This is an optimization exercise on Yosys and OpenROAD, whose aim is small area, a short achievable clock period and few clock cycles per item, not a production implementation. Only simulation tests tie the RTL to the original design; equivalence was not proved.

## flow/design.v (module list and top-level ports; edited modules follow where they fit)
// module llgs_mul: 2152 lines
// module llg_spin_euler_step: 152 lines
module llg_spin_euler_step (
  input  logic                  clk_i,
  input  logic                  rst_ni,
  input  logic                  cfg_we_i,
  input  logic [CFG_IDX_W-1:0]  cfg_index_i,
  input  logic [31:0]           cfg_data_i,
  input  logic                  req_valid_i,
  output logic                  req_ready_o,
  input  logic                  req_type_i,
  input  logic signed [31:0]    req_load_x_i,
  input  logic signed [31:0]    req_load_y_i,
  input  logic signed [31:0]    req_load_z_i,
  output logic                  rsp_valid_o,
  input  logic                  rsp_ready_i,
  output logic signed [31:0]    rsp_spin_out_x_o,
  output logic signed [31:0]    rsp_spin_out_y_o,
  output logic signed [31:0]    rsp_spin_out_z_o
);
  // ...
==> flow/run.sh <==
#!/bin/bash
# synth_recipe.tcl (not shown) runs the flow's synth.tcl, then flattens the netlist and writes it again
# the make line also repeats each setting of config.mk as NAME=value (left out here)
make -C /OpenROAD-flow-scripts/flow DESIGN_CONFIG=/design/flow/config.mk WORK_HOME=/design/flow/orfs CLKGATE_MAP_FILE= SYNTH_SCRIPT=/design/flow/synth_recipe.tcl finish
==> flow/config.mk <==
export PLATFORM = sky130hd
export DESIGN_NAME = llg_spin_euler_step
export DESIGN_NICKNAME = llg_spin_euler_step
export VERILOG_FILES = /design/flow/design.v
export SDC_FILE = /design/flow/constraint.sdc
export NUM_CORES = 4
export LEC_CHECK = 0
export CAP_MARGIN = 20
export CORE_MARGIN = 2
export CORE_UTILIZATION = 40
export PLACE_DENSITY = 0.6
export SLEW_MARGIN = 20
export SYNTH_HIERARCHICAL = 1
==> flow/constraint.sdc <==
create_clock -name core_clock -period 12.0 [get_ports {clk_i}]
set_input_delay 2.4000 -clock core_clock [delete_from_list [all_inputs] [get_ports {clk_i}]]
set_output_delay 2.4000 -clock core_clock [all_outputs]
set_load 0.01 [all_outputs]
==> metrics.yaml, run 1 <==
status: "timing/DRC/antenna clean"
multi_input_area_sq_um: 95780
synth_xor_area_frac: 0.1370
fin_cells: 17410
synthFlopType: "dfrtp_1"
busiest_layer: "met2"
nClkBuffers: 74
cp_max_fo: 25
grt-ovfl-total: 0
crit_start: "ph_q[2]$_DFFE_PN0P_"
htree_levels: 2
synth_compound_area_frac: 0.2089
ys_types: 94
die_h_um: 546.9
wl_met2_um: 237700
cts_buffers: 58
rsz0062_at_grt: "false"
fin_skew_ns: 0.08066
grt_max_degree: 144
worstPathRequired_ns: 12.57
clkTransAtPathRegs_ns: 0.07
gp_congestion: 1.054
fmax_mhz: 85.42
final-clk-cell-share: 0.01478
synth_top_family_by_area: "adder cells"
portBuffers: 234
netlist_instances: 13330
whs_ns: 0.4878
gr-usage-met3: 0.08966
core_sq_um: 293600
multi_input_area_share: 0.7175
worst-path-buf-inv: 16
crit_end: "sx_q[2]$_DFFE_PN0P_"
synth_edf_count: 192
rr_endpoint: "sx_q[2]$_DFFE_PN0P_"
Testbench counts, summed over its fixed seeds: cycles 31,570, items 4,862.
==> module llg_spin_euler_step, before the edit <==
module llg_spin_euler_step (
  input  logic                  clk_i,
  input  logic                  rst_ni,
  input  logic                  cfg_we_i,
  input  logic [CFG_IDX_W-1:0]  cfg_index_i,
  input  logic [31:0]           cfg_data_i,
  input  logic                  req_valid_i,
  output logic                  req_ready_o,
  input  logic                  req_type_i,
  input  logic signed [31:0]    req_load_x_i,
  input  logic signed [31:0]    req_load_y_i,
  input  logic signed [31:0]    req_load_z_i,
  output logic                  rsp_valid_o,
  input  logic                  rsp_ready_i,
  output logic signed [31:0]    rsp_spin_out_x_o,
  output logic signed [31:0]    rsp_spin_out_y_o,
  output logic signed [31:0]    rsp_spin_out_z_o
);
  logic signed [31:0] hx_q, hy_q, hz_q;
  logic        [30:0] pref_q, damp_q;
  logic        [28:0] dt_q;
  logic signed [31:0] sx_q, sy_q, sz_q;
  logic signed [31:0] ax_q, ay_q, az_q;
  logic signed [31:0] tx_q, ty_q, tz_q;
  logic [2:0] ph_q;
  logic       vld_q;
  logic       take, step_go, load_go;
  assign req_ready_o = (ph_q == 3'd0) && (!vld_q || rsp_ready_i);
  assign take        = req_valid_i && req_ready_o;
  assign step_go     = take && req_type_i;
  assign load_go     = take && !req_type_i;
  logic signed [31:0] kk;
  logic signed [31:0] xa, xb, xl, ya, yb, yl, za, zb, zl;
  logic               sub;
  logic signed [31:0] xo, yo, zo;
  always_comb begin
    case (ph_q)
      3'd4:    kk = {1'b0, damp_q};
      3'd5:    kk = {1'b0, pref_q};
      default: kk = {3'b000, dt_q};
    endcase
    sub = (ph_q == 3'd1) || (ph_q == 3'd3) || (ph_q == 3'd6);
    case (ph_q)
      3'd0: begin
        xb = sx_q; xa = hy_q; xl = '0;
        yb = sy_q; ya = hz_q; yl = '0;
        zb = sz_q; za = hx_q; zl = '0;
      end
      3'd1: begin
        xb = sz_q; xa = hy_q; xl = ty_q;
        yb = sx_q; ya = hz_q; yl = tz_q;
        zb = sy_q; za = hx_q; zl = tx_q;
      end
      3'd2: begin
        xb = sx_q; xa = ay_q; xl = '0;
        yb = sy_q; ya = az_q; yl = '0;
        zb = sz_q; za = ax_q; zl = '0;
      end
      3'd3: begin
        xb = sz_q; xa = ay_q; xl = ty_q;
        yb = sx_q; ya = az_q; yl = tz_q;
        zb = sy_q; za = ax_q; zl = tx_q;
      end
      3'd4: begin
        xb = tx_q; xa = kk; xl = ax_q;
        yb = ty_q; ya = kk; yl = ay_q;
        zb = tz_q; za = kk; zl = az_q;
      end
      3'd6: begin
        xb = tx_q; xa = kk; xl = sx_q;
        yb = ty_q; ya = kk; yl = sy_q;
        zb = tz_q; za = kk; zl = sz_q;
      end
      default: begin
        xb = tx_q; xa = kk; xl = '0;
        yb = ty_q; ya = kk; yl = '0;
        zb = tz_q; za = kk; zl = '0;
      end
    endcase
  end
  llgs_mul u_x (.a_i(xa), .b_i(xb), .l_i(xl), .sub_i(sub), .res_o(xo));
  llgs_mul u_y (.a_i(ya), .b_i(yb), .l_i(yl), .sub_i(sub), .res_o(yo));
  llgs_mul u_z (.a_i(za), .b_i(zb), .l_i(zl), .sub_i(sub), .res_o(zo));
  always_ff @(posedge clk_i or negedge rst_ni) begin
    if (!rst_ni) begin
      ph_q  <= 3'd0;
      vld_q <= 1'b0;
    end else begin
      if (ph_q == 3'd0) begin
        if (step_go) ph_q <= 3'd1;
      end else if (ph_q == 3'd6) begin
        ph_q <= 3'd0;
      end else begin
        ph_q <= ph_q + 3'd1;
      end
      if (load_go || ph_q == 3'd6) vld_q <= 1'b1;
      else if (rsp_ready_i)        vld_q <= 1'b0;
    end
  end
  always_ff @(posedge clk_i) begin
    if ((ph_q == 3'd0 && step_go) || ph_q == 3'd2 || ph_q == 3'd3 ||
        ph_q == 3'd4 || ph_q == 3'd5) begin
      tx_q <= xo;
      ty_q <= yo;
      tz_q <= zo;
    end
    if (ph_q == 3'd1) begin
      ax_q <= xo;
      ay_q <= yo;
      az_q <= zo;
    end
  end
  always_ff @(posedge clk_i or negedge rst_ni) begin
    if (!rst_ni) begin
      sx_q <= ONE_Q28;
      sy_q <= '0;
      sz_q <= '0;
    end else if (load_go) begin
      sx_q <= req_load_x_i;
      sy_q <= req_load_y_i;
      sz_q <= req_load_z_i;
    end else if (ph_q == 3'd6) begin
      sx_q <= xo;
      sy_q <= yo;
      sz_q <= zo;
    end
  end
  always_ff @(posedge clk_i or negedge rst_ni) begin
    if (!rst_ni) begin
      hx_q   <= '0;
      hy_q   <= '0;
      hz_q   <= ONE_Q28;
      pref_q <= PREFACTOR_Q28;
      damp_q <= DAMPING_Q28;
      dt_q   <= TIME_STEP_Q28;
    end else if (cfg_we_i) begin
      case (cfg_index_i)
        3'd0: hx_q   <= cfg_data_i;
        3'd1: hy_q   <= cfg_data_i;
        3'd2: hz_q   <= cfg_data_i;
        3'd3: pref_q <= cfg_data_i[30:0];
        3'd4: damp_q <= cfg_data_i[30:0];
        3'd5: dt_q   <= cfg_data_i[28:0];
        default: ;
      endcase
    end
  end
  assign rsp_valid_o      = vld_q;
  assign rsp_spin_out_x_o = sx_q;
  assign rsp_spin_out_y_o = sy_q;
  assign rsp_spin_out_z_o = sz_q;
endmodule
==> run 2: changes to the inputs <==
--- a/flow/design.v
+++ b/flow/design.v
@@ -2,19 +2,22 @@
   localparam int unsigned CFG_IDX_W = 3;
   localparam logic [31:0] ONE_Q28       = 32'd268435456;
   localparam logic [30:0] PREFACTOR_Q28 = 31'd265777686;
   localparam logic [30:0] DAMPING_Q28   = 31'd26843546;
   localparam logic [28:0] TIME_STEP_Q28 = 29'd2684355;
 endpackage
 module llgs_mul (
   input  logic signed [31:0] a_i,
-  input  logic signed [31:0] b_i,
+  input  logic        [15:0] one_i,    
+  input  logic        [15:0] two_i,
+  input  logic        [15:0] nb_i,
   input  logic signed [31:0] l_i,
-  input  logic               sub_i,
+  input  logic               sub_i,    
+  input  logic               cor_i,    
   output logic signed [31:0] res_o
 );
   logic one0, two0, neg0;
   logic [32:0] pp0;
   logic one1, two1, neg1;
   logic [32:0] pp1;
   logic one2, two2, neg2;
   logic [32:0] pp2;
@@ -1046,84 +1049,87 @@
   logic c1000;
   logic s1001;
   logic c1002;
   logic s1003;
   logic c1004;
   logic [63:0] cs_a, cs_b;
   logic [63:0] lrow, vrow;
   logic [63:0] fs, fc, vs, vc;
-  logic [63:0] fsum, vsum;
+  logic [58:0] flo;
+  logic [4:0]  fhi0, fhi1, vhi0, vhi1;
+  logic        fc59, vc59, fin0, fin1, vin0, vin1, vsgn;
+  logic [4:0]  fhs;
   logic [35:0] fh;
   logic        f_in, p_ovf, m_max, m_min;
-  logic [31:0] lx, ldec, linc, spec, fsat;
+  logic [31:0] lx, lpm, spec, fsat;
   logic        l_pos, l_neg, l_gem1;
-  assign one0 = b_i[0] ^ 1'b0;
-  assign two0 = (b_i[1] & ~b_i[0] & ~1'b0) | (~b_i[1] & b_i[0] & 1'b0);
-  assign neg0 = b_i[1] ^ sub_i;
+  assign one0 = one_i[0];
+  assign two0 = two_i[0];
+  assign neg0 = nb_i[0] ^ sub_i;
   assign pp0 = (({33{one0}} & {a_i[31], a_i}) | ({33{two0}} & {a_i, 1'b0})) ^ {33{neg0}};
-  assign one1 = b_i[2] ^ b_i[1];
-  assign two1 = (b_i[3] & ~b_i[2] & ~b_i[1]) | (~b_i[3] & b_i[2] & b_i[1]);
-  assign neg1 = b_i[3] ^ sub_i;
+  assign one1 = one_i[1];
+  assign two1 = two_i[1];
+  assign neg1 = nb_i[1] ^ sub_i;
   assign pp1 = (({33{one1}} & {a_i[31], a_i}) | ({33{two1}} & {a_i, 1'b0})) ^ {33{neg1}};
-  assign one2 = b_i[4] ^ b_i[3];
-  assign two2 = (b_i[5] & ~b_i[4] & ~b_i[3]) | (~b_i[5] & b_i[4] & b_i[3]);
-  assign neg2 = b_i[5] ^ sub_i;
+  assign one2 = one_i[2];
+  assign two2 = two_i[2];
+  assign neg2 = nb_i[2] ^ sub_i;
   assign pp2 = (({33{one2}} & {a_i[31], a_i}) | ({33{two2}} & {a_i, 1'b0})) ^ {33{neg2}};
-  assign one3 = b_i[6] ^ b_i[5];
-  assign two3 = (b_i[7] & ~b_i[6] & ~b_i[5]) | (~b_i[7] & b_i[6] & b_i[5]);
-  assign neg3 = b_i[7] ^ sub_i;
+  assign one3 = one_i[3];
+  assign two3 = two_i[3];
+  assign neg3 = nb_i[3] ^ sub_i;
   assign pp3 = (({33{one3}} & {a_i[31], a_i}) | ({33{two3}} & {a_i, 1'b0})) ^ {33{neg3}};
-  assign one4 = b_i[8] ^ b_i[7];
-  assign two4 = (b_i[9] & ~b_i[8] & ~b_i[7]) | (~b_i[9] & b_i[8] & b_i[7]);
-  assign neg4 = b_i[9] ^ sub_i;
+  assign one4 = one_i[4];
+  assign two4 = two_i[4];
+  assign neg4 = nb_i[4] ^ sub_i;
   assign pp4 = (({33{one4}} & {a_i[31], a_i}) | ({33{two4}} & {a_i, 1'b0})) ^ {33{neg4}};
-  assign one5 = b_i[10] ^ b_i[9];
-  assign two5 = (b_i[11] & ~b_i[10] & ~b_i[9]) | (~b_i[11] & b_i[10] & b_i[9]);
-  assign neg5 = b_i[11] ^ sub_i;
+  assign one5 = one_i[5];
+  assign two5 = two_i[5];
+  assign neg5 = nb_i[5] ^ sub_i;
   assign pp5 = (({33{one5}} & {a_i[31], a_i}) | ({33{two5}} & {a_i, 1'b0})) ^ {33{neg5}};
-  assign one6 = b_i[12] ^ b_i[11];
-  assign two6 = (b_i[13] & ~b_i[12] & ~b_i[11]) | (~b_i[13] & b_i[12] & b_i[11]);
-  assign neg6 = b_i[13] ^ sub_i;
+  assign one6 = one_i[6];
+  assign two6 = two_i[6];
+  assign neg6 = nb_i[6] ^ sub_i;
   assign pp6 = (({33{one6}} & {a_i[31], a_i}) | ({33{two6}} & {a_i, 1'b0})) ^ {33{neg6}};
-  assign one7 = b_i[14] ^ b_i[13];
-  assign two7 = (b_i[15] & ~b_i[14] & ~b_i[13]) | (~b_i[15] & b_i[14] & b_i[13]);
-  assign neg7 = b_i[15] ^ sub_i;
+  assign one7 = one_i[7];
+  assign two7 = two_i[7];
+  assign neg7 = nb_i[7] ^ sub_i;
   assign pp7 = (({33{one7}} & {a_i[31], a_i}) | ({33{two7}} & {a_i, 1'b0})) ^ {33{neg7}};
-  assign one8 = b_i[16] ^ b_i[15];
-  assign two8 = (b_i[17] & ~b_i[16] & ~b_i[15]) | (~b_i[17] & b_i[16] & b_i[15]);
-  assign neg8 = b_i[17] ^ sub_i;
+  assign one8 = one_i[8];
+  assign two8 = two_i[8];
+  assign neg8 = nb_i[8] ^ sub_i;
   assign pp8 = (({33{one8}} & {a_i[31], a_i}) | ({33{two8}} & {a_i, 1'b0})) ^ {33{neg8}};
-  assign one9 = b_i[18] ^ b_i[17];
-  assign two9 = (b_i[19] & ~b_i[18] & ~b_i[17]) | (~b_i[19] & b_i[18] & b_i[17]);
-  assign neg9 = b_i[19] ^ sub_i;
+  assign one9 = one_i[9];
+  assign two9 = two_i[9];
+  assign neg9 = nb_i[9] ^ sub_i;
   assign pp9 = (({33{one9}} & {a_i[31], a_i}) | ({33{two9}} & {a_i, 1'b0})) ^ {33{neg9}};
-  assign one10 = b_i[20] ^ b_i[19];
-  assign two10 = (b_i[21] & ~b_i[20] & ~b_i[19]) | (~b_i[21] & b_i[20] & b_i[19]);
-  assign neg10 = b_i[21] ^ sub_i;
+  assign one10 = one_i[10];
+  assign two10 = two_i[10];
+  assign neg10 = nb_i[10] ^ sub_i;
   assign pp10 = (({33{one10}} & {a_i[31], a_i}) | ({33{two10}} & {a_i, 1'b0})) ^ {33{neg10}};
-  assign one11 = b_i[22] ^ b_i[21];
-  assign two11 = (b_i[23] & ~b_i[22] & ~b_i[21]) | (~b_i[23] & b_i[22] & b_i[21]);
-  assign neg11 = b_i[23] ^ sub_i;
+  assign one11 = one_i[11];
+  assign two11 = two_i[11];
+  assign neg11 = nb_i[11] ^ sub_i;
   assign pp11 = (({33{one11}} & {a_i[31], a_i}) | ({33{two11}} & {a_i, 1'b0})) ^ {33{neg11}};
-  assign one12 = b_i[24] ^ b_i[23];
-  assign two12 = (b_i[25] & ~b_i[24] & ~b_i[23]) | (~b_i[25] & b_i[24] & b_i[23]);
-  assign neg12 = b_i[25] ^ sub_i;
+  assign one12 = one_i[12];
+  assign two12 = two_i[12];
+  assign neg12 = nb_i[12] ^ sub_i;
   assign pp12 = (({33{one12}} & {a_i[31], a_i}) | ({33{two12}} & {a_i, 1'b0})) ^ {33{neg12}};
-  assign one13 = b_i[26] ^ b_i[25];
-  assign two13 = (b_i[27] & ~b_i[26] & ~b_i[25]) | (~b_i[27] & b_i[26] & b_i[25]);
-  assign neg13 = b_i[27] ^ sub_i;
+  assign one13 = one_i[13];
+  assign two13 = two_i[13];
+  assign neg13 = nb_i[13] ^ sub_i;
   assign pp13 = (({33{one13}} & {a_i[31], a_i}) | ({33{two13}} & {a_i, 1'b0})) ^ {33{neg13}};
-  assign one14 = b_i[28] ^ b_i[27];
-  assign two14 = (b_i[29] & ~b_i[28] & ~b_i[27]) | (~b_i[29] & b_i[28] & b_i[27]);
-  assign neg14 = b_i[29] ^ sub_i;
+  assign one14 = one_i[14];
+  assign two14 = two_i[14];
+  assign neg14 = nb_i[14] ^ sub_i;
   assign pp14 = (({33{one14}} & {a_i[31], a_i}) | ({33{two14}} & {a_i, 1'b0})) ^ {33{neg14}};
-  assign one15 = b_i[30] ^ b_i[29];
-  assign two15 = (b_i[31] & ~b_i[30] & ~b_i[29]) | (~b_i[31] & b_i[30] & b_i[29]);
-  assign neg15 = b_i[31] ^ sub_i;
+  assign one15 = one_i[15];
+  assign two15 = two_i[15];
+  assign neg15 = nb_i[15] ^ sub_i;
   assign pp15 = (({33{one15}} & {a_i[31], a_i}) | ({33{two15}} & {a_i, 1'b0})) ^ {33{neg15}};
   assign s1 = ~pp2[31];
   assign s2 = ~pp3[31];
   assign s3 = ~pp4[31];
   assign s4 = ~pp5[31];
   assign s5 = ~pp6[31];
   assign s6 = ~pp7[31];
   assign s7 = ~pp8[31];
@@ -2121,46 +2127,55 @@
   assign s999 = s881 ^ pp14[31] ^ c880;
   assign c1000 = (s881 & pp14[31]) | (c880 & (s881 ^ pp14[31]));
   assign s1001 = s14 ^ c882;
   assign c1002 = s14 & c882;
   assign s1003 = ~pp15[32] ^ pp15[31];
   assign c1004 = ~pp15[32] & pp15[31];
   assign cs_a = {1'b1, s1003, s1001, s999, s997, s995, s993, s991, s989, s987, s985, s983, s981, s979, s977, s975, s973, s971, s969, s967, s965, s963, s961, s959, s957, s955, s953, s951, s949, s947, s945, s943, s941, s939, s937, s935, s933, s931, s929, s927, s925, s923, s921, s919, s917, s915, s913, s911, s909, s907, s905, s903, s901, s899, s897, s895, s893, s891, s889, s887, s885, s883, pp0[1], pp0[0]};
   assign cs_b = {c1004, c1002, c1000, c998, c996, c994, c992, c990, c988, c986, c984, c982, c980, c978, c976, c974, c972, c970, c968, c966, c964, c962, c960, c958, c956, c954, c952, c950, c948, c946, c944, c942, c940, c938, c936, c934, c932, c930, c928, c926, c924, c922, c920, c918, c916, c914, c912, c910, c908, c906, c904, c902, c900, c898, c896, c894, c892, c890, c888, c886, c884, neg1, 1'b0, neg0};
-  assign lrow = {{4{l_i[31]}}, l_i, {28{sub_i}}};
+  assign lrow = {{4{l_i[31]}}, l_i, {28{cor_i}}};
   assign fs   = cs_a ^ cs_b ^ lrow;
   assign fc   = {(cs_a[62:0] & cs_b[62:0]) | (lrow[62:0] & (cs_a[62:0] ^ cs_b[62:0])), 1'b0};
-  assign fsum = fs + fc;
-  assign fh   = fsum[63:28];
-  assign f_in = (&fh[35:31]) | ~(|fh[35:31]);
-  assign fsat = f_in ? fh[31:0] : (fh[35] ? 32'h8000_0000 : 32'h7fff_ffff);
-  assign vrow = {64{sub_i}};
+  assign {fc59, flo} = {1'b0, fs[58:0]} + {1'b0, fc[58:0]};
+  assign fhi0 = fs[63:59] + fc[63:59];
+  assign fhi1 = fs[63:59] + fc[63:59] + 5'd1;
+  assign fin0 = (&fhi0) | ~(|fhi0);
+  assign fin1 = (&fhi1) | ~(|fhi1);
+  assign f_in = fc59 ? fin1 : fin0;
+  assign fhs  = fc59 ? fhi1 : fhi0;
+  assign fh   = {fhs, flo[58:28]};
+  assign vrow = {64{cor_i}};
   assign vs   = cs_a ^ cs_b ^ vrow;
   assign vc   = {(cs_a[62:0] & cs_b[62:0]) | (vrow[62:0] & (cs_a[62:0] ^ cs_b[62:0])), 1'b0};
-  assign vsum = vs + vc;
-  assign p_ovf = ~((&vsum[63:59]) | ~(|vsum[63:59]));
-  assign m_max = p_ovf & (vsum[63] ^ ~sub_i);
-  assign m_min = p_ovf & ~(vsum[63] ^ ~sub_i);
+  assign vc59 = ({1'b0, vs[58:0]} + {1'b0, vc[58:0]}) >> 59;
+  assign vhi0 = vs[63:59] + vc[63:59];
+  assign vhi1 = vs[63:59] + vc[63:59] + 5'd1;
+  assign vin0 = (&vhi0) | ~(|vhi0);
+  assign vin1 = (&vhi1) | ~(|vhi1);
+  assign p_ovf = ~(vc59 ? vin1 : vin0);
+  assign vsgn  = vc59 ? vhi1[4] : vhi0[4];
+  assign m_max = p_ovf & (vsgn ^ ~cor_i);
+  assign m_min = p_ovf & ~(vsgn ^ ~cor_i);
   assign lx     = l_i ^ 32'h8000_0000;
-  assign ldec   = lx - 32'd1;
-  assign linc   = lx + 32'd1;
+  assign lpm    = lx + (cor_i ? 32'd1 : 32'hffff_ffff);   
   assign l_pos  = ~l_i[31] & (|l_i[30:0]);
   assign l_neg  = l_i[31];
   assign l_gem1 = ~l_i[31] | (&l_i[30:0]);
   always_comb begin
-    if (!sub_i) begin
-      if (m_max) spec = l_pos ? 32'h7fff_ffff : ldec;
+    if (!cor_i) begin
+      if (m_max) spec = l_pos ? 32'h7fff_ffff : lpm;
       else       spec = l_neg ? 32'h8000_0000 : lx;
     end else begin
-      if (m_max) spec = l_gem1 ? linc : 32'h8000_0000;
+      if (m_max) spec = l_gem1 ? lpm : 32'h8000_0000;
       else       spec = l_neg ? lx : 32'h7fff_ffff;
     end
   end
-  assign res_o = p_ovf ? spec : fsat;
+  assign fsat  = p_ovf ? spec : (fh[35] ? 32'h8000_0000 : 32'h7fff_ffff);
+  assign res_o = (f_in & ~p_ovf) ? fh[31:0] : fsat;
 endmodule
 import llgs_pkg::*;
 module llg_spin_euler_step (
   input  logic                  clk_i,
   input  logic                  rst_ni,
   input  logic                  cfg_we_i,
   input  logic [CFG_IDX_W-1:0]  cfg_index_i,
   input  logic [31:0]           cfg_data_i,
@@ -2177,117 +2192,164 @@
   output logic signed [31:0]    rsp_spin_out_z_o
 );
   logic signed [31:0] hx_q, hy_q, hz_q;
   logic        [30:0] pref_q, damp_q;
   logic        [28:0] dt_q;
   logic signed [31:0] sx_q, sy_q, sz_q;
   logic signed [31:0] ax_q, ay_q, az_q;
   logic signed [31:0] tx_q, ty_q, tz_q;
-  logic [2:0] ph_q;
+  logic [6:0] ph_q, ph_d;
   logic       vld_q;
   logic       take, step_go, load_go;
-  assign req_ready_o = (ph_q == 3'd0) && (!vld_q || rsp_ready_i);
+  logic       sbx_own_q, sbx_oth_q, sbx_t_q;
+  logic       sby_own_n, sby_oth_n, sby_t_n;
+  logic       sbz_own_q, sbz_oth_q, sbz_t_q;
+  logic       sa_h_q, sa_a_q, sa_d_q, sa_p_q, sa_dt_q;   
+  logic       sl_t_q, sl_a_q, sl_s_q;               
+  logic       sub_q;                                
+  logic       cor_n_q;                              
+  assign req_ready_o = ph_q[0] && (!vld_q || rsp_ready_i);
   assign take        = req_valid_i && req_ready_o;
   assign step_go     = take && req_type_i;
   assign load_go     = take && !req_type_i;
-  logic signed [31:0] kk;
-  logic signed [31:0] xa, xb, xl, ya, yb, yl, za, zb, zl;
-  logic               sub;
-  logic signed [31:0] xo, yo, zo;
   always_comb begin
-    case (ph_q)
-      3'd4:    kk = {1'b0, damp_q};
-      3'd5:    kk = {1'b0, pref_q};
-      default: kk = {3'b000, dt_q};
-    endcase
-    sub = (ph_q == 3'd1) || (ph_q == 3'd3) || (ph_q == 3'd6);
-    case (ph_q)
-      3'd0: begin
-        xb = sx_q; xa = hy_q; xl = '0;
-        yb = sy_q; ya = hz_q; yl = '0;
-        zb = sz_q; za = hx_q; zl = '0;
-      end
-      3'd1: begin
-        xb = sz_q; xa = hy_q; xl = ty_q;
-        yb = sx_q; ya = hz_q; yl = tz_q;
-        zb = sy_q; za = hx_q; zl = tx_q;
-      end
-      3'd2: begin
-        xb = sx_q; xa = ay_q; xl = '0;
-        yb = sy_q; ya = az_q; yl = '0;
-        zb = sz_q; za = ax_q; zl = '0;
-      end
-      3'd3: begin
-        xb = sz_q; xa = ay_q; xl = ty_q;
-        yb = sx_q; ya = az_q; yl = tz_q;
-        zb = sy_q; za = ax_q; zl = tx_q;
-      end
-      3'd4: begin
-        xb = tx_q; xa = kk; xl = ax_q;
-        yb = ty_q; ya = kk; yl = ay_q;
-        zb = tz_q; za = kk; zl = az_q;
-      end
-      3'd6: begin
-        xb = tx_q; xa = kk; xl = sx_q;
-        yb = ty_q; ya = kk; yl = sy_q;
-        zb = tz_q; za = kk; zl = sz_q;
-      end
-      default: begin
-        xb = tx_q; xa = kk; xl = '0;
-        yb = ty_q; ya = kk; yl = '0;
-        zb = tz_q; za = kk; zl = '0;
-      end
-    endcase
+    ph_d    = '0;
+    ph_d[0] = (ph_q[0] && !step_go) || ph_q[6];
+    ph_d[1] = ph_q[0] && step_go;
+    ph_d[2] = ph_q[1];
+    ph_d[3] = ph_q[2];
+    ph_d[4] = ph_q[3];
+    ph_d[5] = ph_q[4];
+    ph_d[6] = ph_q[5];
   end
-  llgs_mul u_x (.a_i(xa), .b_i(xb), .l_i(xl), .sub_i(sub), .res_o(xo));
-  llgs_mul u_y (.a_i(ya), .b_i(yb), .l_i(yl), .sub_i(sub), .res_o(yo));
-  llgs_mul u_z (.a_i(za), .b_i(zb), .l_i(zl), .sub_i(sub), .res_o(zo));
   always_ff @(posedge clk_i or negedge rst_ni) begin
     if (!rst_ni) begin
-      ph_q  <= 3'd0;
-      vld_q <= 1'b0;
+      ph_q     <= 7'b0000001;
+      vld_q    <= 1'b0;
+      sbx_own_q <= 1'b1;
+      sbx_oth_q <= 1'b0;
+      sbx_t_q   <= 1'b0;
+      sby_own_n <= 1'b0;
+      sby_oth_n <= 1'b1;
+      sby_t_n   <= 1'b1;
+      sbz_own_q <= 1'b1;
+      sbz_oth_q <= 1'b0;
+      sbz_t_q   <= 1'b0;
+      sa_h_q   <= 1'b1;
+      sa_a_q   <= 1'b0;
+      sa_d_q   <= 1'b0;
+      sa_p_q   <= 1'b0;
+      sa_dt_q  <= 1'b0;
+      sl_t_q   <= 1'b0;
+      sl_a_q   <= 1'b0;
+      sl_s_q   <= 1'b0;
+      sub_q    <= 1'b0;
+      cor_n_q  <= 1'b1;
     end else begin
-      if (ph_q == 3'd0) begin
-        if (step_go) ph_q <= 3'd1;
-      end else if (ph_q == 3'd6) begin
-        ph_q <= 3'd0;
-      end else begin
-        ph_q <= ph_q + 3'd1;
-      end
-      if (load_go || ph_q == 3'd6) vld_q <= 1'b1;
-      else if (rsp_ready_i)        vld_q <= 1'b0;
+      ph_q     <= ph_d;
+      if (load_go || ph_q[6]) vld_q <= 1'b1;
+      else if (rsp_ready_i)   vld_q <= 1'b0;
+      sbx_own_q <= ph_d[0] | ph_d[2];
+      sbx_oth_q <= ph_d[1] | ph_d[3];
+      sbx_t_q   <= ph_d[4] | ph_d[5] | ph_d[6];
+      sby_own_n <= ~(ph_d[0] | ph_d[2]);
+      sby_oth_n <= ~(ph_d[1] | ph_d[3]);
+      sby_t_n   <= ~(ph_d[4] | ph_d[5] | ph_d[6]);
+      sbz_own_q <= ~(ph_d[1] | ph_d[3] | ph_d[4] | ph_d[5] | ph_d[6]);
+      sbz_oth_q <= ~(ph_d[0] | ph_d[2] | ph_d[4] | ph_d[5] | ph_d[6]);
+      sbz_t_q   <= ~(ph_d[0] | ph_d[1] | ph_d[2] | ph_d[3]);
+      sa_h_q   <= ph_d[0] | ph_d[1];
+      sa_a_q   <= ph_d[2] | ph_d[3];
+      sa_d_q   <= ph_d[4];
+      sa_p_q   <= ph_d[5];
+      sa_dt_q  <= ph_d[6];
+      sl_t_q   <= ph_d[1] | ph_d[3];
+      sl_a_q   <= ph_d[4];
+      sl_s_q   <= ph_d[6];
+      sub_q    <= ph_d[1] | ph_d[3] | ph_d[6];
+      cor_n_q  <= ~(ph_d[1] | ph_d[3] | ph_d[6]);
     end
   end
+  logic signed [31:0] kd, kp, kt;
+  logic signed [31:0] xa, xl, ya, yl, za, zl;
+  logic signed [31:0] xo, yo, zo;
+  assign kd = {1'b0, damp_q};
+  assign kp = {1'b0, pref_q};
+  assign kt = {3'b000, dt_q};
+  function automatic logic [31:0] sel3(input logic s0, input logic [31:0] v0,
+                                       input logic s1, input logic [31:0] v1,
+                                       input logic s2, input logic [31:0] v2);
+    sel3 = ({32{s0}} & v0) | ({32{s1}} & v1) | ({32{s2}} & v2);
+  endfunction
+  function automatic logic [31:0] sel5(input logic [31:0] v0, input logic [31:0] v1);
+    sel5 = ({32{sa_h_q}} & v0) | ({32{sa_a_q}} & v1) | ({32{sa_d_q}} & kd) |
+           ({32{sa_p_q}} & kp) | ({32{sa_dt_q}} & kt);
+  endfunction
+  function automatic logic [47:0] booth_enc(input logic [31:0] v);
+    logic [32:0] vx;
+    logic [15:0] one, two, nb;
+    vx = {v, 1'b0};
+    for (int j = 0; j < 16; j++) begin
+      one[j] = vx[2*j+1] ^ vx[2*j];
+      two[j] = (vx[2*j+2] & ~vx[2*j+1] & ~vx[2*j]) | (~vx[2*j+2] & vx[2*j+1] & vx[2*j]);
+      nb[j]  = vx[2*j+2];
+    end
+    booth_enc = {one, two, nb};
+  endfunction
+  function automatic logic [47:0] sel3e(input logic s0, input logic [47:0] v0,
+                                        input logic s1, input logic [47:0] v1,
+                                        input logic s2, input logic [47:0] v2);
+    sel3e = ({48{s0}} & v0) | ({48{s1}} & v1) | ({48{s2}} & v2);
+  endfunction
+  logic [47:0] esx, esy, esz, etx, ety, etz;
+  logic [47:0] xe, ye, ze;
+  assign esx = booth_enc(sx_q);
+  assign esy = booth_enc(sy_q);
+  assign esz = booth_enc(sz_q);
+  assign etx = booth_enc(tx_q);
+  assign ety = booth_enc(ty_q);
+  assign etz = booth_enc(tz_q);
+  assign xe = sel3e(sbx_own_q, esx, sbx_oth_q, esz, sbx_t_q, etx);
+  assign ye = sel3e(~sby_own_n, esy, ~sby_oth_n, esx, ~sby_t_n, ety);
+  assign ze = sel3e(sbz_own_q, esz, sbz_oth_q, esy, sbz_t_q, etz);
+  assign xa = sel5(hy_q, ay_q);
+  assign ya = sel5(hz_q, az_q);
+  assign za = sel5(hx_q, ax_q);
+  assign xl = sel3(sl_t_q, ty_q, sl_a_q, ax_q, sl_s_q, sx_q);
+  assign yl = sel3(sl_t_q, tz_q, sl_a_q, ay_q, sl_s_q, sy_q);
+  assign zl = sel3(sl_t_q, tx_q, sl_a_q, az_q, sl_s_q, sz_q);
+  llgs_mul u_x (.a_i(xa), .one_i(xe[47:32]), .two_i(xe[31:16]), .nb_i(xe[15:0]), .l_i(xl), .sub_i(sub_q), .cor_i(~cor_n_q), .res_o(xo));
+  llgs_mul u_y (.a_i(ya), .one_i(ye[47:32]), .two_i(ye[31:16]), .nb_i(ye[15:0]), .l_i(yl), .sub_i(sub_q), .cor_i(~cor_n_q), .res_o(yo));
+  llgs_mul u_z (.a_i(za), .one_i(ze[47:32]), .two_i(ze[31:16]), .nb_i(ze[15:0]), .l_i(zl), .sub_i(sub_q), .cor_i(~cor_n_q), .res_o(zo));
   always_ff @(posedge clk_i) begin
-    if ((ph_q == 3'd0 && step_go) || ph_q == 3'd2 || ph_q == 3'd3 ||
-        ph_q == 3'd4 || ph_q == 3'd5) begin
+    if ((ph_q[0] && step_go) || ph_q[2] || ph_q[3] || ph_q[4] || ph_q[5]) begin
       tx_q <= xo;
       ty_q <= yo;
       tz_q <= zo;
     end
-    if (ph_q == 3'd1) begin
+    if (ph_q[1]) begin
       ax_q <= xo;
       ay_q <= yo;
       az_q <= zo;
     end
   end
   always_ff @(posedge clk_i or negedge rst_ni) begin
     if (!rst_ni) begin
       sx_q <= ONE_Q28;
       sy_q <= '0;
       sz_q <= '0;
+    end else if (ph_q[6]) begin
+      sx_q <= xo;
+      sy_q <= yo;
+      sz_q <= zo;
     end else if (load_go) begin
       sx_q <= req_load_x_i;
       sy_q <= req_load_y_i;
       sz_q <= req_load_z_i;
-    end else if (ph_q == 3'd6) begin
-      sx_q <= xo;
-      sy_q <= yo;
-      sz_q <= zo;
     end
   end
   always_ff @(posedge clk_i or negedge rst_ni) begin
     if (!rst_ni) begin
       hx_q   <= '0;
       hy_q   <= '0;
       hz_q   <= ONE_Q28;
       pref_q <= PREFACTOR_Q28;
--- a/flow/config.mk
+++ b/flow/config.mk
@@ -4,10 +4,11 @@
 export VERILOG_FILES = /design/flow/design.v
 export SDC_FILE = /design/flow/constraint.sdc
 export NUM_CORES = 4
 export LEC_CHECK = 0
 export CAP_MARGIN = 20
 export CORE_MARGIN = 2
 export CORE_UTILIZATION = 40
 export PLACE_DENSITY = 0.6
+export SETUP_SLACK_MARGIN = 1.0
 export SLEW_MARGIN = 20
 export SYNTH_HIERARCHICAL = 1
==> run 2 against run 1 <==
Still clean on timing, DRC and antenna. Synthesized cell count down 7.3%. Cell area down 6.1%. Fmax up 6.9%. Non-clock buffer count down 303. Wire length down 3.9%. Core utilization down 1.5 points. Area after synthesis down 2.9%. Worst setup slack better by 0.75 ns. Worst hold slack worse by 0.10 ns. Critical path type unchanged. Largest cell class unchanged.
==> metrics.yaml, run 2 <==
drtPass1Iterations: 12
drt-initial-drc-count: 15450
cap_violations: 0
rr_endpoint: "sy_q[21]$_DFFE_PN0P_"
ff2ff_path_depth: 29
portBuffers: 234  # unchanged
busiest_layer: "met2"
fmax_mhz: 91.28  # +6.9%
met2_usage: 0.4933
first_global_vias: 99320
crit_start: "sx_q[17]$_DFFE_PN0P_"
relSlewSlack: 0.1046
htree_levels: 2  # unchanged
vias_per_cell: 6.350
dp.final_hpwl_um: 401100
worstPathArrival_ns: 11.58
yosysWarnings: 8
min_period_over_period: 0.9129
die_h_um: 538.9  # -1.5%
crit_end: "sy_q[21]$_DFFE_PN0P_"
cp_max_fo: 31  # +24%
synth_xor_area_frac: 0.1460  # +0.008960
die_w_um: 538.9
grt_pass1_wl_um: 733800
rr_startpoint: "sx_q[17]$_DFFE_PN0P_"
synth_area_leaders: "fa_1 28%, a22oi_1 10%, xnor2_1 9.7%, ha_1 6.2%, inv_1 5.9%"
synth_most_common_cell: "inv_1"
ant_nets: 0
crit_top_cell: "fa_1"
die_area_sq_um: 290500
slowest_delay_ns: 0.90
synth_fa_ha_area_frac: 0.3410
antenna_found_initial: 53
wirelength_um: 511600
wl_per_cell_um: 31.93
synthFlopType: "dfrtp_1"
finalHoldViolCount: 0
synthMuxAreaShare: 0.02148
period_needed_ns: 10.95
clock_sinks: 496
drv_slew: 0
layout_common_cells: "1778 x inv_1, 1575 x fa_1, 1537 x a22oi_1"
worstPathRequired_ns: 12.63  # +0.06 ns
synth_compound_area_frac: 0.2123  # +0.003419
clock-root-buffer: "clkbuf_16"
worst_path_max_delay_cell: "dfrtp_1"
start_util: 0.4017
grt-ovfl-total: 0  # unchanged
avgSynthCellArea_sq_um: 9.264
yosys.area.top_type: "fa_1"
criticalPathCategory: "register to register"
grt_usage: 0.3450
gp_congestion: 1.057  # +0.31%
cp-end-kind: "register"
num_vias: 101700
synth_area_sq_um: 114500
synth_fp_nets: 14630
clk_path_buf_depth: 3
cts_tree: "done"
tightest_slew_ns: 1.343
clkTransAtPathRegs_ns: 0.07  # about the same
ys_seq_area_frac: 0.1174
clk_latency_ns: 0.72
netlist_instances: 12360  # -7.3%
cts_hold_buffers: 0
min_path_type: "register to register"
final_common_cell: "inv_1"
num_rows: 196
yosys.area_share.simple: 0.06633
synth_edf_count: 192  # unchanged
async_flop_share: 0.6129
synth-seq-cells: 496
dpl.cell_count: 15850
synth_common_cells: "1786 x inv_1, 1575 x fa_1, 1537 x a22oi_1, 1269 x xnor2_1, 958 x clkbuf_1"
tns_ns: 0
drc_errors: 0
fin_skew_ns: 0.08022  # -0.0004412 ns
setup_viol: 0
area_growth_syn_to_layout_pct: 9.494
ys_types: 97  # +3.2%
nets: 14470
synth_top_family_by_area: "adder cells"
drive_gt1_frac: 0.09978
gr-usage-met3: 0.08189  # -0.007765
r2r_slack_ns: 1.05
rsz0062_at_grt: "true"
core_sq_um: 285000  # -2.9%
status: "timing/DRC/antenna clean"
synthDominantCellAreaShare: 0.2755
startpoint_type: "register"
met1_usage: 0.4523
grt_max_degree: 139  # -3.5%
cts_buffers: 55  # -5.2%
fin_cells: 16020  # -8.0%
ios: 235
## run 2: kinds of logic after synthesis
kind of cell,after synthesis
multiplexers,220
flip-flops,496
AO/OA/AOI/OAI,3239
XOR/XNOR,1899
AND/OR/NAND/NOR,1450
buffers and inverters,2868
adder cells (fa/ha/maj),2184
## run 2: what timing repair did
action,4_1_cts,5_1_grt
setup buffers,0,33
endpoints found under the hold margin,0,0
resized for setup,0,34
endpoints found under the setup margin,0,168
## run 2: critical path: cells and delay by family (launching register included)
kind	cells	cell delay, ns
compound gates	11	4.03
xor+xnor	2	0.90
fa+ha+maj	7	3.30
buf+inv	6	1.02
flops	1	0.90
simple gates	3	0.66
## run 2: cell type report
cell class                 count  area, sq um
sequential                   496        13490
fill                       28040       159600
timing repair inverter         1        5.005
clock inverter                32        375.4
tap                         3762         4707
antenna                       23        57.56
timing repair buffer         857         7188
multi-input combinational   8992        91210
inverter                    1787         6715
clock buffer                  72         1587
## run 2: how the worst min path moves through the flow
stage | from | end | slack, ns | cells past startpoint
after detailed placement | ph_q[3]$_DFF_PN0_ | ph_q[4]$_DFF_PN0_ | 0.36 | 0
after global placement | ph_q[3]$_DFF_PN0_ | ph_q[4]$_DFF_PN0_ | 0.35 | 0
after CTS | ph_q[3]$_DFF_PN0_ | ph_q[4]$_DFF_PN0_ | 0.38 | 0
final | ph_q[3]$_DFF_PN0_ | ph_q[4]$_DFF_PN0_ | 0.39 | 0
after floorplan | ph_q[3]$_DFF_PN0_ | ph_q[4]$_DFF_PN0_ | 0.35 | 0
after global routing | ph_q[3]$_DFF_PN0_ | ph_q[4]$_DFF_PN0_ | 0.40 | 0
## run 2: modules after synthesis, one instance, submodules excluded
module	cells inside	area, sq um	flops+latches	copies in the design
llgs_mul	3383	29470	0	3
llg_spin_euler_step	2207	26050	496	1
## run 2: stage by stage
step           setup slack [ns]  area [sq um]  hold WS, ns  utilization
6_report                  1.045        125300       0.3850       0.4398
5_1_grt                  0.9818        125300       0.3957       0.4397
4_1_cts                   1.008        124800       0.3816       0.4379
3_5_place_dp              1.108        122800       0.3644       0.4310
3_3_place_gp              1.074        122800       0.3525       0.4308
2_1_floorplan             2.235        114500       0.3461            -
## run 2: per-layer routing
layer  routed length (um)  vias to the layer above
met1               195000                    51350
met2               213200                     6710
met5                  276                        -
li1                     -                    42250
met4                45340                       42
met3                57660                     1390
Testbench counts of run 2, summed over its fixed seeds: cycles 31,570, items 4,862.
==> run 3: changes to the inputs <==
--- a/flow/config.mk
+++ b/flow/config.mk
@@ -5,10 +5,10 @@
 export SDC_FILE = /design/flow/constraint.sdc
 export NUM_CORES = 4
 export LEC_CHECK = 0
-export CAP_MARGIN = 20
+export CAP_MARGIN = 10
 export CORE_MARGIN = 2
 export CORE_UTILIZATION = 40
 export PLACE_DENSITY = 0.6
-export SETUP_SLACK_MARGIN = 1.0
-export SLEW_MARGIN = 20
+export SETUP_SLACK_MARGIN = 1.5
+export SLEW_MARGIN = 10
 export SYNTH_HIERARCHICAL = 1
==> run 3 against run 2 <==
Worst hold slack improved by 0.055 ns. Critical path depth rose by 5. Count of clock-buffer cells in the layout rose by 7. Worst setup slack improved by 0.39 ns. Synthesized cell count did not move. Still clean. Flip-flop and latch count did not move. Cell area rose by 0.96%. Register-to-register slack improved by 0.39 ns. Non-clock buffer count rose by 92. Critical endpoint is now sx_q[6]$_DFFE_PN0P_.
==> metrics.yaml, run 3 <==
drive_gt1_frac: 0.1148  # +0.01503
min_period_over_period: 0.8807  # -0.03215
final_util: 0.4441  # +0.004224
wirelength_um: 520800  # +1.8%
synth-seq-cells: 496  # unchanged
num_vias: 102700  # +0.90%
crit_top_cell: "fa_1"
startpoint_type: "register"
min_path_type: "register to register"
grt_max_degree: 139  # unchanged
clk_path_buf_depth: 3  # unchanged
relSlewSlack: 0.01083  # -0.09382
synthDominantCellAreaShare: 0.2755  # unchanged
clock_sinks: 496  # unchanged
first_global_vias: 99460  # +0.14%
ios: 235  # unchanged
tns_ns: 0  # unchanged
core_sq_um: 285000  # unchanged
status: "timing/DRC/antenna clean"
slowest_delay_ns: 0.78  # -0.12 ns
finalHoldViolCount: 0  # unchanged
yosys.area.top_type: "fa_1"
ys_types: 97  # unchanged
layout_common_cells: "1765 x inv_1, 1575 x fa_1, 1537 x a22oi_1"
antenna_found_initial: 56  # +5.7%
synth_common_cells: "1786 x inv_1, 1575 x fa_1, 1537 x a22oi_1, 1269 x xnor2_1, 958 x clkbuf_1"
avgSynthCellArea_sq_um: 9.264  # unchanged
start_util: 0.4017  # unchanged
worstPathArrival_ns: 11.24  # -0.34 ns
area_growth_syn_to_layout_pct: 10.55
synth_edf_count: 192  # unchanged
period_needed_ns: 10.57  # -0.3858 ns
synth_area_leaders: "fa_1 28%, a22oi_1 10%, xnor2_1 9.7%, ha_1 6.2%, inv_1 5.9%"
drtPass1Iterations: 14  # +2
setup_viol: 0  # unchanged
netlist_instances: 12360  # unchanged
num_rows: 196  # unchanged
drc_errors: 0  # unchanged
worst_path_max_delay_cell: "a222oi_1"
wl_per_cell_um: 32.30  # +1.2%
portBuffers: 234  # unchanged
ys_seq_area_frac: 0.1174  # unchanged
grt_usage: 0.3464  # +0.001481
ant_nets: 0  # unchanged
grt_pass1_wl_um: 736600  # +0.39%
tightest_slew_ns: 1.484  # +0.1407 ns
cts_hold_buffers: 0  # unchanged
htree_levels: 2  # unchanged
die_h_um: 538.9  # unchanged
criticalPathCategory: "register to register"
vias_per_cell: 6.367  # +0.27%
synthFlopType: "dfrtp_1"
yosysWarnings: 8  # unchanged
drv_slew: 0  # unchanged
rsz0062_at_grt: "true"
worstPathRequired_ns: 12.67  # +0.04 ns
cts_buffers: 55  # unchanged
clk_latency_ns: 0.74  # +0.02 ns
die_w_um: 538.9  # unchanged
fin_skew_ns: 0.07949  # -0.0007263 ns
cts_tree: "done"
die_area_sq_um: 290500  # unchanged
grt-ovfl-total: 0  # unchanged
final_common_cell: "inv_1"
cp-end-kind: "register"
async_flop_share: 0.6129  # unchanged
synth_fp_nets: 14630  # unchanged
clkTransAtPathRegs_ns: 0.07  # about the same
drt-initial-drc-count: 15250  # -1.3%
cap_violations: 0  # unchanged
synth_area_sq_um: 114500  # unchanged
nets: 14560  # +0.67%
fmax_mhz: 94.62  # +3.7%
clock-root-buffer: "clkbuf_16"
gp_congestion: 1.057  # unchanged
synth_most_common_cell: "inv_1"
fillers: 27920  # -0.46%
dp.final_hpwl_um: 401000  # about the same
cp_max_fo: 25  # -19%
==> run 3: changes by cell type in the layout (fill, tap and decap cells not counted), sizes merged, moves of 3 or more <==
cell,delta
diode,+4
inv,+3
clkbuf,+15
buf,+84
clkinv,-3
bufinv,-5
==> run 3: timing repair <==
item,CTS,global route
setup endpoints to repair,181,277
resized for setup,39,127
setup buffers,13,120
pin swaps,4,22
gates cloned,0,6
==> run 3: cell type report <==
type | instances | area (sq um) | share of cell area
flip-flops and latches | 496 | 13530 | 0.1070
well taps | 3762 | 4707 | 0.03720
clock inverters | 25 | 237.7 | 0.001879
diodes | 27 | 67.56 | 0.0005339
repair inverters | 1 | 7.507 | 0.00005933
multi-input cells | 8997 | 91560 | 0.7236
inverters | 1787 | 6715 | 0.05307
repair buffers | 949 | 8162 | 0.06450
clock buffers | 79 | 1546 | 0.01222
==> run 3: worst paths after layout <==
kind | to | slack (ns) | start | depth (start not counted)
max reg2reg | sx_q[6]$_DFFE_PN0P_ | 1.43 | sx_q[7]$_DFFE_PN0P_ | 34
min in group asynchronous | dt_q[2]$_DFFE_PN0P_ | 1.78 | rst_ni | 1
min | ph_q[4]$_DFF_PN0_ | 0.44 | ph_q[3]$_DFF_PN0_ | 0
max in group asynchronous | ph_q[4]$_DFF_PN0_ | 8.60 | rst_ni | 2
max | sx_q[6]$_DFFE_PN0P_ | 1.43 | sx_q[7]$_DFFE_PN0P_ | 34
min reg2reg | ph_q[4]$_DFF_PN0_ | 0.44 | ph_q[3]$_DFF_PN0_ | 0
==> run 3: layer usage <==
metal,global-route usage,share of wire,vias up
li1,-,-,42440
met1,0.4510,0.38,51990
met2,0.4980,0.42,6744
met3,0.08884,0.12,1433
met4,0.2482,0.085,44
met5,0,0.00059,-
==> run 3: Yosys stat by module (local to each module, per instance) <==
module | area [sq um] | cells inside | flops+latches
llgs_mul | 29470 | 3383 | 0
llg_spin_euler_step | 26050 | 2207 | 496
==> run 3: critical path: cells and delay by family, from the launching register on <==
kind                       cells  cell delay [ns]
adders and majority gates      8             3.98
buffers and inverters          9             1.21
xor gates and xnor gates       3             0.54
AOI/OAI and AO/OA             10             3.64
and+or+nand+nor                4             0.51
DFF                            1             0.60
==> run 3: cells by family (layout without fill, tap and decap cells) <==
logic type / after synthesis / in the layout / share of synthesized area
buffers and inverters: 2868 / 2841 / 0.09548
muxes: 220 / 220 / 0.02148
and+or+nand+nor: 1450 / 1450 / 0.06633
adders and majority gates: 2184 / 2184 / 0.3410
other: 0 / 27 / 0
xor gates and xnor gates: 1899 / 1901 / 0.1460
DFF: 496 / 496 / 0.1174
AOI/OAI and AO/OA: 3239 / 3242 / 0.2123
==> run 3: through the flow <==
step / instances / setup WS, ns / hold WS, ns / instance area [sq um]
CTS: 15960 / 1.513 / 0.4325 / 124800
finish: 16120 / 1.431 / 0.4397 / 126500
global route: 16100 / 1.375 / 0.4537 / 126500
floorplan: 12360 / 2.235 / 0.3461 / 114500
global placement: 15840 / 1.074 / 0.3525 / 122800
detailed placement: 15840 / 1.097 / 0.3744 / 122800

what the ideal ports hide:
The flow's constraints put no driver on any port. The routed layouts listed below were extracted and timed again, unchanged, in two steps.
Step 1 (the two cells are an assumption about what drives the block):
set clk [get_ports {clk_i}]
set_driving_cell -lib_cell sky130_fd_sc_hd__clkbuf_16 $clk
set_driving_cell -lib_cell sky130_fd_sc_hd__buf_2 [delete_from_list [all_inputs] $clk]
Step 2 times the ports against the registers' clock, not the clock port: input delays grow and output delays shrink by t, the midpoint of the rising clock arrivals with the driver on.
Three values: ideal ports, drivers, drivers and shift; two values: the first two.
run | shift t [ns] | slack for setup (ns) | worst data-port slew with drivers (ns)
run 1 | 0.787 | 0.293 / 0.293 / 0.293 | 0.32
run 2 | 0.774 | 1.045 / 1.045 / 1.045 | 0.23
run 3 | 0.787 | 1.431 / 1.431 / 1.431 | 0.23
After both steps setup and hold are still met in every run listed.
